Source: an optimization exercise on an open RTL-to-GDS flow (aim: small area and a short achievable clock period). Production flows keep margins and buffers that such runs may drop. The RTL was checked by simulation tests, not by an equivalence proof against the original design. Power figures rest on the tool's default switching activity, not on a simulated workload.

==> maple: inputs <==
## decode_top
module decode_top (
    input  logic              clk,
    input  logic              i_rst_n,
    input  logic              i_instr_valid,
    input  logic [DATA_W-1:0] i_instr,
    input  logic [DATA_W-1:0] i_pc4,
    output logic              o_instr_credit,
    input  logic              i_wb_we,
    input  logic [REG_AW-1:0] i_wb_addr,
    input  logic [DATA_W-1:0] i_wb_data,
    input  logic              i_dec_credit,
    output logic              o_dec_valid,
    output logic [REG_AW-1:0] o_rs,
    output logic [REG_AW-1:0] o_rt,
    output logic [REG_AW-1:0] o_rd,
    output logic [4:0]        o_shamt,
    output logic [DATA_W-1:0] o_reg_da,
    output logic [DATA_W-1:0] o_reg_db,
    output logic [DATA_W-1:0] o_immediate,
    output logic [DATA_W-1:0] o_jmp_addr,
    output logic [DATA_W-1:0] o_pc4,
    output logic              o_reg_dst,
    output logic              o_alu_src,
    output logic [1:0]        o_alu_op,
    output logic              o_branch,
    output logic              o_jump,
    output logic              o_jump_reg,
    output logic              o_link,
    output logic              o_mem_read,
    output logic              o_mem_write,
    output logic              o_mem_to_reg,
    output logic              o_reg_write,
    output logic              o_imm_signed,
    output logic [1:0]        o_width,
    output logic              o_illegal
);
Settings: LEC_CHECK=0, CAP_MARGIN=20, CORE_MARGIN=2, CORE_UTILIZATION=40, SLEW_MARGIN=20; clock period 4.5 ns.
run.sh (not shown) runs the stock make flow with config.mk's settings and CLKGATE_MAP_FILE= SYNTH_SCRIPT=/design/flow/synth_recipe.tcl, a recipe that flattens the netlist after the stock synthesis.
==> inputs of cedar, as changes to maple <==
--- a/flow/design.v
+++ b/flow/design.v
@@ -85,102 +85,126 @@
     input  logic              i_pop,
     output logic              o_not_empty,
     output logic [CLS_W-1:0]  o_head_cls,
     output logic [25:0]       o_head_instr,
     output logic [DATA_W-1:0] o_head_pc4,
     output logic [REG_AW-1:0] o_head_rs,
-    output logic [REG_AW-1:0] o_head_rt
+    output logic [REG_AW-1:0] o_head_rt,
+    output logic              o_next_in,   
+    output logic              o_next_q,    
+    output logic [REG_AW-1:0] o_q_rs,      
+    output logic [REG_AW-1:0] o_q_rt
 );
     localparam int EW = CLS_W + 26 + DATA_W;
-    typedef logic [$clog2(INGRESS_DEPTH)-1:0]   ptr_t;
     typedef logic [$clog2(INGRESS_DEPTH+1)-1:0] cnt_t;
     logic [EW-1:0] mem [INGRESS_DEPTH];
-    ptr_t wr_ptr;
-    ptr_t rd_ptr;
-    ptr_t rd_ptr_1;
+    logic [INGRESS_DEPTH-1:0] wr_oh;
+    logic [INGRESS_DEPTH-1:0] rd_oh;
+    logic [INGRESS_DEPTH-1:0] rd_oh_1;
     cnt_t count;
     logic push;
     logic pop;
     logic [EW-1:0] head;
-    logic [2*REG_AW-1:0] next_rsrt;
-    assign push = i_instr_valid;  
-    assign pop  = i_pop;          
-    assign rd_ptr_1 = rd_ptr + 1'b1;
+    logic [EW-1:0] head_1;
+    assign push    = i_instr_valid;  
+    assign pop     = i_pop;          
+    assign rd_oh_1 = {rd_oh[INGRESS_DEPTH-2:0], rd_oh[INGRESS_DEPTH-1]};
     always_ff @(posedge clk) begin
-        if (push) begin
-            mem[wr_ptr] <= {i_cls, i_instr, i_pc4};
+        for (int k = 0; k < INGRESS_DEPTH; k++) begin
+            if (push && wr_oh[k]) mem[k] <= {i_cls, i_instr, i_pc4};
         end
     end
     always_ff @(posedge clk or negedge i_rst_n) begin
         if (!i_rst_n) begin
-            wr_ptr <= '0;
-            rd_ptr <= '0;
-            count  <= '0;
+            wr_oh <= INGRESS_DEPTH'(1);
+            rd_oh <= INGRESS_DEPTH'(1);
+            count <= '0;
         end else begin
-            if (push) wr_ptr <= wr_ptr + 1'b1;
-            if (pop)  rd_ptr <= rd_ptr_1;
+            if (push) wr_oh <= {wr_oh[INGRESS_DEPTH-2:0], wr_oh[INGRESS_DEPTH-1]};
+            if (pop)  rd_oh <= rd_oh_1;
             if (push && !pop) begin
                 count <= count + 1'b1;
             end else if (pop && !push) begin
                 count <= count - 1'b1;
             end
         end
     end
-    assign next_rsrt = mem[rd_ptr_1][DATA_W+25 -: 2*REG_AW];
+    always_comb begin
+        head   = '0;
+        head_1 = '0;
+        for (int k = 0; k < INGRESS_DEPTH; k++) begin
+            head   = head   | ({EW{rd_oh[k]}}   & mem[k]);
+            head_1 = head_1 | ({EW{rd_oh_1[k]}} & mem[k]);
+        end
+    end
+    assign o_next_in = (count == cnt_t'(pop));
+    assign o_next_q  = pop;
+    assign {o_q_rs, o_q_rt} = head_1[DATA_W+25 -: 2*REG_AW];
     always_ff @(posedge clk) begin
-        if (count == cnt_t'(pop)) begin
+        if (o_next_in) begin
             {o_head_rs, o_head_rt} <= i_instr[25:16];
-        end else if (pop) begin
-            {o_head_rs, o_head_rt} <= next_rsrt;
+        end else if (o_next_q) begin
+            {o_head_rs, o_head_rt} <= {o_q_rs, o_q_rt};
         end
     end
     assign o_not_empty = (count != '0);
-    assign head        = mem[rd_ptr];
     assign {o_head_cls, o_head_instr, o_head_pc4} = head;
 endmodule
 `timescale 1ns/1ps
 import isa_pkg::*;
 import pipe_pkg::*;
 module register_file (
     input  logic              clk,
     input  logic              i_rst_n,
     input  logic              i_we,
     input  logic [REG_AW-1:0] i_wr_addr,
     input  logic [DATA_W-1:0] i_wr_data,
-    input  logic [REG_AW-1:0] i_rd_addr1,
+    input  logic [REG_AW-1:0] i_rd_addr1,       
     input  logic [REG_AW-1:0] i_rd_addr2,
+    input  logic              i_next_in,
+    input  logic              i_next_q,
+    input  logic [REG_AW-1:0] i_in_addr1,
+    input  logic [REG_AW-1:0] i_in_addr2,
+    input  logic [REG_AW-1:0] i_q_addr1,
+    input  logic [REG_AW-1:0] i_q_addr2,
     output logic [DATA_W-1:0] o_rd_data1,
     output logic [DATA_W-1:0] o_rd_data2
 );
     localparam int NR = 2**REG_AW;
     logic [DATA_W-1:0] regs [1:NR-1];
     logic [NR-1:1]     valid;
+    logic [NR-1:1]     valid_next;
     logic [NR-1:1]     wsel;
     logic [NR-1:1]     rsel1;
     logic [NR-1:1]     rsel2;
     logic [DATA_W-1:0] rd1;
     logic [DATA_W-1:0] rd2;
     logic              hit1;
     logic              hit2;
     always_comb begin
         for (int i = 1; i < NR; i++) begin
-            wsel[i]  = i_we && (i_wr_addr == REG_AW'(i));  
-            rsel1[i] = valid[i] && (i_rd_addr1 == REG_AW'(i));
-            rsel2[i] = valid[i] && (i_rd_addr2 == REG_AW'(i));
+            wsel[i] = i_we && (i_wr_addr == REG_AW'(i));  
         end
     end
+    assign valid_next = valid | wsel;
     always_ff @(posedge clk or negedge i_rst_n) begin
         if (!i_rst_n) begin
             valid <= '0;
         end else begin
-            valid <= valid | wsel;
+            valid <= valid_next;
         end
     end
     always_ff @(posedge clk) begin
         for (int i = 1; i < NR; i++) begin
             if (wsel[i]) regs[i] <= i_wr_data;
+            rsel1[i] <= valid_next[i] && (i_next_in ? (i_in_addr1 == REG_AW'(i)) :
+                                          i_next_q  ? (i_q_addr1  == REG_AW'(i)) :
+                                                      (i_rd_addr1 == REG_AW'(i)));
+            rsel2[i] <= valid_next[i] && (i_next_in ? (i_in_addr2 == REG_AW'(i)) :
+                                          i_next_q  ? (i_q_addr2  == REG_AW'(i)) :
+                                                      (i_rd_addr2 == REG_AW'(i)));
         end
     end
     always_comb begin
         rd1 = '0;
         rd2 = '0;
         for (int i = 1; i < NR; i++) begin
@@ -323,12 +347,18 @@
     input  logic              i_issue,
     input  logic [CLS_W-1:0]  i_cls,
     input  logic [25:0]       i_instr,
     input  logic [DATA_W-1:0] i_pc4,
     input  logic [REG_AW-1:0] i_rs,
     input  logic [REG_AW-1:0] i_rt,
+    input  logic              i_next_in,
+    input  logic              i_next_q,
+    input  logic [REG_AW-1:0] i_in_rs,
+    input  logic [REG_AW-1:0] i_in_rt,
+    input  logic [REG_AW-1:0] i_q_rs,
+    input  logic [REG_AW-1:0] i_q_rt,
     input  logic              i_wb_we,
     input  logic [REG_AW-1:0] i_wb_addr,
     input  logic [DATA_W-1:0] i_wb_data,
     output logic              o_dec_valid,
     output logic [REG_AW-1:0] o_rs,
     output logic [REG_AW-1:0] o_rt,
@@ -368,12 +398,18 @@
         .i_rst_n    (i_rst_n),
         .i_we       (i_wb_we),
         .i_wr_addr  (i_wb_addr),
         .i_wr_data  (i_wb_data),
         .i_rd_addr1 (i_rs),
         .i_rd_addr2 (i_rt),
+        .i_next_in  (i_next_in),
+        .i_next_q   (i_next_q),
+        .i_in_addr1 (i_in_rs),
+        .i_in_addr2 (i_in_rt),
+        .i_q_addr1  (i_q_rs),
+        .i_q_addr2  (i_q_rt),
         .o_rd_data1 (rd_data1),
         .o_rd_data2 (rd_data2)
     );
     control_unit u_ctrl (
         .i_cls        (i_cls),
         .o_reg_dst    (c_reg_dst),
@@ -489,12 +525,16 @@
     logic [CLS_W-1:0]  in_cls;
     logic [CLS_W-1:0]  head_cls;
     logic [25:0]       head_instr;
     logic [DATA_W-1:0] head_pc4;
     logic [REG_AW-1:0] head_rs;
     logic [REG_AW-1:0] head_rt;
+    logic              next_in;
+    logic              next_q;
+    logic [REG_AW-1:0] q_rs;
+    logic [REG_AW-1:0] q_rt;
     logic              dec_valid;
     instr_classify u_classify (
         .i_opcode (i_instr[31:26]),
         .i_funct  (i_instr[5:0]),
         .o_cls    (in_cls)
     );
@@ -508,23 +548,33 @@
         .i_pop         (issue),
         .o_not_empty   (not_empty),
         .o_head_cls    (head_cls),
         .o_head_instr  (head_instr),
         .o_head_pc4    (head_pc4),
         .o_head_rs     (head_rs),
-        .o_head_rt     (head_rt)
+        .o_head_rt     (head_rt),
+        .o_next_in     (next_in),
+        .o_next_q      (next_q),
+        .o_q_rs        (q_rs),
+        .o_q_rt        (q_rt)
     );
     instruction_decode u_decode (
         .clk          (clk),
         .i_rst_n      (i_rst_n),
         .i_issue      (issue),
         .i_cls        (head_cls),
         .i_instr      (head_instr),
         .i_pc4        (head_pc4),
         .i_rs         (head_rs),
         .i_rt         (head_rt),
+        .i_next_in    (next_in),
+        .i_next_q     (next_q),
+        .i_in_rs      (i_instr[25:21]),
+        .i_in_rt      (i_instr[20:16]),
+        .i_q_rs       (q_rs),
+        .i_q_rt       (q_rt),
         .i_wb_we      (i_wb_we),
         .i_wb_addr    (i_wb_addr),
         .i_wb_data    (i_wb_data),
         .o_dec_valid  (dec_valid),
         .o_rs         (o_rs),
         .o_rt         (o_rt),
==> flow/flow/run.sh (new file) <==
#!/bin/bash
# The standard layout, with plain buffers (instead of the default delay
# cells) as the port buffers that global placement adds to every input and
# output port.
set -euo pipefail
cd "$(dirname "$0")/.."
export BUFFER_PORTS_ARGS="-buffer_cell sky130_fd_sc_hd__buf_2"
bash standard.sh > standard_flow.log 2>&1
==> flow/standard.sh (new file) <==
#!/bin/bash
# synth_recipe.tcl (not shown) runs the flow's synth.tcl, then flattens the netlist and writes it again
# the make line also repeats each setting of config.mk as NAME=value (left out here)
make -C /OpenROAD-flow-scripts/flow DESIGN_CONFIG=/design/flow/config.mk WORK_HOME=/design/flow/orfs CLKGATE_MAP_FILE= SYNTH_SCRIPT=/design/flow/synth_recipe.tcl "${@:-finish}"
ABC_CLOCK_PERIOD_IN_PS = 2300   (was not set)
CELL_PAD_IN_SITES_DETAIL_PLACEMENT = 1   (was not set)
CELL_PAD_IN_SITES_GLOBAL_PLACEMENT = 1   (was not set)
CORE_UTILIZATION = 50   (was 40)
CTS_BUF_LIST = sky130_fd_sc_hd__clkbuf_8 sky130_fd_sc_hd__clkbuf_16   (was not set)
CTS_CLUSTER_DIAMETER = 80   (was not set)
CTS_CLUSTER_SIZE = 20   (was not set)
SETUP_SLACK_MARGIN = 2.3   (was not set)
removed: flow/run.sh
==> inputs of harbor, as changes to maple <==
--- a/flow/design.v
+++ b/flow/design.v
@@ -85,13 +85,15 @@
     input  logic              i_pop,
     output logic              o_not_empty,
     output logic [CLS_W-1:0]  o_head_cls,
     output logic [25:0]       o_head_instr,
     output logic [DATA_W-1:0] o_head_pc4,
     output logic [REG_AW-1:0] o_head_rs,
-    output logic [REG_AW-1:0] o_head_rt
+    output logic [REG_AW-1:0] o_head_rt,
+    output logic [REG_AW-1:0] o_next_rs,
+    output logic [REG_AW-1:0] o_next_rt
 );
     localparam int EW = CLS_W + 26 + DATA_W;
     typedef logic [$clog2(INGRESS_DEPTH)-1:0]   ptr_t;
     typedef logic [$clog2(INGRESS_DEPTH+1)-1:0] cnt_t;
     logic [EW-1:0] mem [INGRESS_DEPTH];
     ptr_t wr_ptr;
@@ -123,19 +125,24 @@
             end else if (pop && !push) begin
                 count <= count - 1'b1;
             end
         end
     end
     assign next_rsrt = mem[rd_ptr_1][DATA_W+25 -: 2*REG_AW];
-    always_ff @(posedge clk) begin
+    always_comb begin
         if (count == cnt_t'(pop)) begin
-            {o_head_rs, o_head_rt} <= i_instr[25:16];
+            {o_next_rs, o_next_rt} = i_instr[25:16];
         end else if (pop) begin
-            {o_head_rs, o_head_rt} <= next_rsrt;
+            {o_next_rs, o_next_rt} = next_rsrt;
+        end else begin
+            {o_next_rs, o_next_rt} = {o_head_rs, o_head_rt};
         end
     end
+    always_ff @(posedge clk) begin
+        {o_head_rs, o_head_rt} <= {o_next_rs, o_next_rt};
+    end
     assign o_not_empty = (count != '0);
     assign head        = mem[rd_ptr];
     assign {o_head_cls, o_head_instr, o_head_pc4} = head;
 endmodule
 `timescale 1ns/1ps
 import isa_pkg::*;
@@ -143,44 +150,48 @@
 module register_file (
     input  logic              clk,
     input  logic              i_rst_n,
     input  logic              i_we,
     input  logic [REG_AW-1:0] i_wr_addr,
     input  logic [DATA_W-1:0] i_wr_data,
-    input  logic [REG_AW-1:0] i_rd_addr1,
+    input  logic [REG_AW-1:0] i_rd_addr1,       
     input  logic [REG_AW-1:0] i_rd_addr2,
+    input  logic [REG_AW-1:0] i_next_rd_addr1,  
+    input  logic [REG_AW-1:0] i_next_rd_addr2,
     output logic [DATA_W-1:0] o_rd_data1,
     output logic [DATA_W-1:0] o_rd_data2
 );
     localparam int NR = 2**REG_AW;
     logic [DATA_W-1:0] regs [1:NR-1];
     logic [NR-1:1]     valid;
+    logic [NR-1:1]     valid_next;
     logic [NR-1:1]     wsel;
     logic [NR-1:1]     rsel1;
     logic [NR-1:1]     rsel2;
     logic [DATA_W-1:0] rd1;
     logic [DATA_W-1:0] rd2;
     logic              hit1;
     logic              hit2;
     always_comb begin
         for (int i = 1; i < NR; i++) begin
-            wsel[i]  = i_we && (i_wr_addr == REG_AW'(i));  
-            rsel1[i] = valid[i] && (i_rd_addr1 == REG_AW'(i));
-            rsel2[i] = valid[i] && (i_rd_addr2 == REG_AW'(i));
+            wsel[i] = i_we && (i_wr_addr == REG_AW'(i));  
         end
     end
+    assign valid_next = valid | wsel;
     always_ff @(posedge clk or negedge i_rst_n) begin
         if (!i_rst_n) begin
             valid <= '0;
         end else begin
-            valid <= valid | wsel;
+            valid <= valid_next;
         end
     end
     always_ff @(posedge clk) begin
         for (int i = 1; i < NR; i++) begin
             if (wsel[i]) regs[i] <= i_wr_data;
+            rsel1[i] <= valid_next[i] && (i_next_rd_addr1 == REG_AW'(i));
+            rsel2[i] <= valid_next[i] && (i_next_rd_addr2 == REG_AW'(i));
         end
     end
     always_comb begin
         rd1 = '0;
         rd2 = '0;
         for (int i = 1; i < NR; i++) begin
@@ -323,12 +334,14 @@
     input  logic              i_issue,
     input  logic [CLS_W-1:0]  i_cls,
     input  logic [25:0]       i_instr,
     input  logic [DATA_W-1:0] i_pc4,
     input  logic [REG_AW-1:0] i_rs,
     input  logic [REG_AW-1:0] i_rt,
+    input  logic [REG_AW-1:0] i_next_rs,
+    input  logic [REG_AW-1:0] i_next_rt,
     input  logic              i_wb_we,
     input  logic [REG_AW-1:0] i_wb_addr,
     input  logic [DATA_W-1:0] i_wb_data,
     output logic              o_dec_valid,
     output logic [REG_AW-1:0] o_rs,
     output logic [REG_AW-1:0] o_rt,
@@ -368,12 +381,14 @@
         .i_rst_n    (i_rst_n),
         .i_we       (i_wb_we),
         .i_wr_addr  (i_wb_addr),
         .i_wr_data  (i_wb_data),
         .i_rd_addr1 (i_rs),
         .i_rd_addr2 (i_rt),
+        .i_next_rd_addr1 (i_next_rs),
+        .i_next_rd_addr2 (i_next_rt),
         .o_rd_data1 (rd_data1),
         .o_rd_data2 (rd_data2)
     );
     control_unit u_ctrl (
         .i_cls        (i_cls),
         .o_reg_dst    (c_reg_dst),
@@ -489,12 +504,14 @@
     logic [CLS_W-1:0]  in_cls;
     logic [CLS_W-1:0]  head_cls;
     logic [25:0]       head_instr;
     logic [DATA_W-1:0] head_pc4;
     logic [REG_AW-1:0] head_rs;
     logic [REG_AW-1:0] head_rt;
+    logic [REG_AW-1:0] next_rs;
+    logic [REG_AW-1:0] next_rt;
     logic              dec_valid;
     instr_classify u_classify (
         .i_opcode (i_instr[31:26]),
         .i_funct  (i_instr[5:0]),
         .o_cls    (in_cls)
     );
@@ -508,23 +525,27 @@
         .i_pop         (issue),
         .o_not_empty   (not_empty),
         .o_head_cls    (head_cls),
         .o_head_instr  (head_instr),
         .o_head_pc4    (head_pc4),
         .o_head_rs     (head_rs),
-        .o_head_rt     (head_rt)
+        .o_head_rt     (head_rt),
+        .o_next_rs     (next_rs),
+        .o_next_rt     (next_rt)
     );
     instruction_decode u_decode (
         .clk          (clk),
         .i_rst_n      (i_rst_n),
         .i_issue      (issue),
         .i_cls        (head_cls),
         .i_instr      (head_instr),
         .i_pc4        (head_pc4),
         .i_rs         (head_rs),
         .i_rt         (head_rt),
+        .i_next_rs    (next_rs),
+        .i_next_rt    (next_rt),
         .i_wb_we      (i_wb_we),
         .i_wb_addr    (i_wb_addr),
         .i_wb_data    (i_wb_data),
         .o_dec_valid  (dec_valid),
         .o_rs         (o_rs),
         .o_rt         (o_rt),
ABC_CLOCK_PERIOD_IN_PS = 2300   (was not set)
SETUP_SLACK_MARGIN = 2.2   (was not set)
==> summary.txt <==
Max Fclk = 414 MHz
Layout Utilization = 48.3%
met1 global-route usage = 38.4%
mux cell area share after synthesis = 2.85%
setup slack, reg-to-reg = 2100 ps
Leakage = 22.8 nW
status = no timing/DRC/antenna violations
met1 WL = 79.3 mm
P_sw = 16.2 mW
GRT Resource Usage Total = 30.5%
Source of the figures above: harbor

==> summary.txt <==
met1 WL = 91.4 mm
CP Data Required Time = 5090 ps
P_sw = 11.1 mW
status = no timing/DRC/antenna violations
met2 usage in global routing = 61.7%
setup slack, reg-to-reg = 2250 ps
met1 global-route usage = 56.3%
Layout Utilization = 57.3%
Max Fclk = 445 MHz
Source of the figures above: cedar

==> summary.txt <==
setup slack, reg-to-reg = 320 ps
most used routing layer = met2
Layout Utilization = 49.8%
mux cell area share after synthesis = 2.84%
GRT Resource Usage Total = 53.4%
status = no timing/DRC/antenna violations
Leakage = 26.1 nW
met1 WL = 151 mm
reg2reg end = u_decode.o_reg_da[23]$_DFF_P_
Reg power frac = 34.1%
P_sw = 22.3 mW
met1 global-route usage = 63.4%
Synth Area in XOR/XNOR = 0.236%
sequential share of cell area = 53.9%
Source of the figures above: maple

[port drivers added, routing unchanged]
How much do the figures lean on ideal ports? The routed layouts below were timed once more, with nothing changed but the port constraints.
Step 1: set_driving_cell puts a clkbuf_16 on clk and a buf_2 on each other input, an assumption about the parent block.
Step 2 moves the port delays by t, midway between the first and last clock arrival at a register: inputs arrive t later, outputs are due t later. That takes back most of the time a late clock gives input paths.
a / b / c = ideal ports / drivers / drivers and shift; a / b = the first two.
| run | t, ns | setup slack, ns | hold WS [ns] | slew at the worst register clock pin (ns) |
|---|---|---|---|---|
| maple | 0.953 | 0.324 / 0.324 / -0.239 | 0.173 / 0.104 / 0.505 | 0.07 / 0.07 |
| cedar | 0.797 | 2.252 / 2.235 / 1.497 | 0.298 / 0.241 / 0.461 | 0.10 / 0.10 |
| harbor | 0.874 | 2.087 / 2.013 / 1.330 | 0.064 / 0.067 / 0.458 | 0.07 / 0.07 |
With both steps, setup timing fails in maple, where it was met with ideal ports. The setup slack of harbor, which loses most, moves by -0.074 ns with the drivers and by -0.757 ns with both steps.
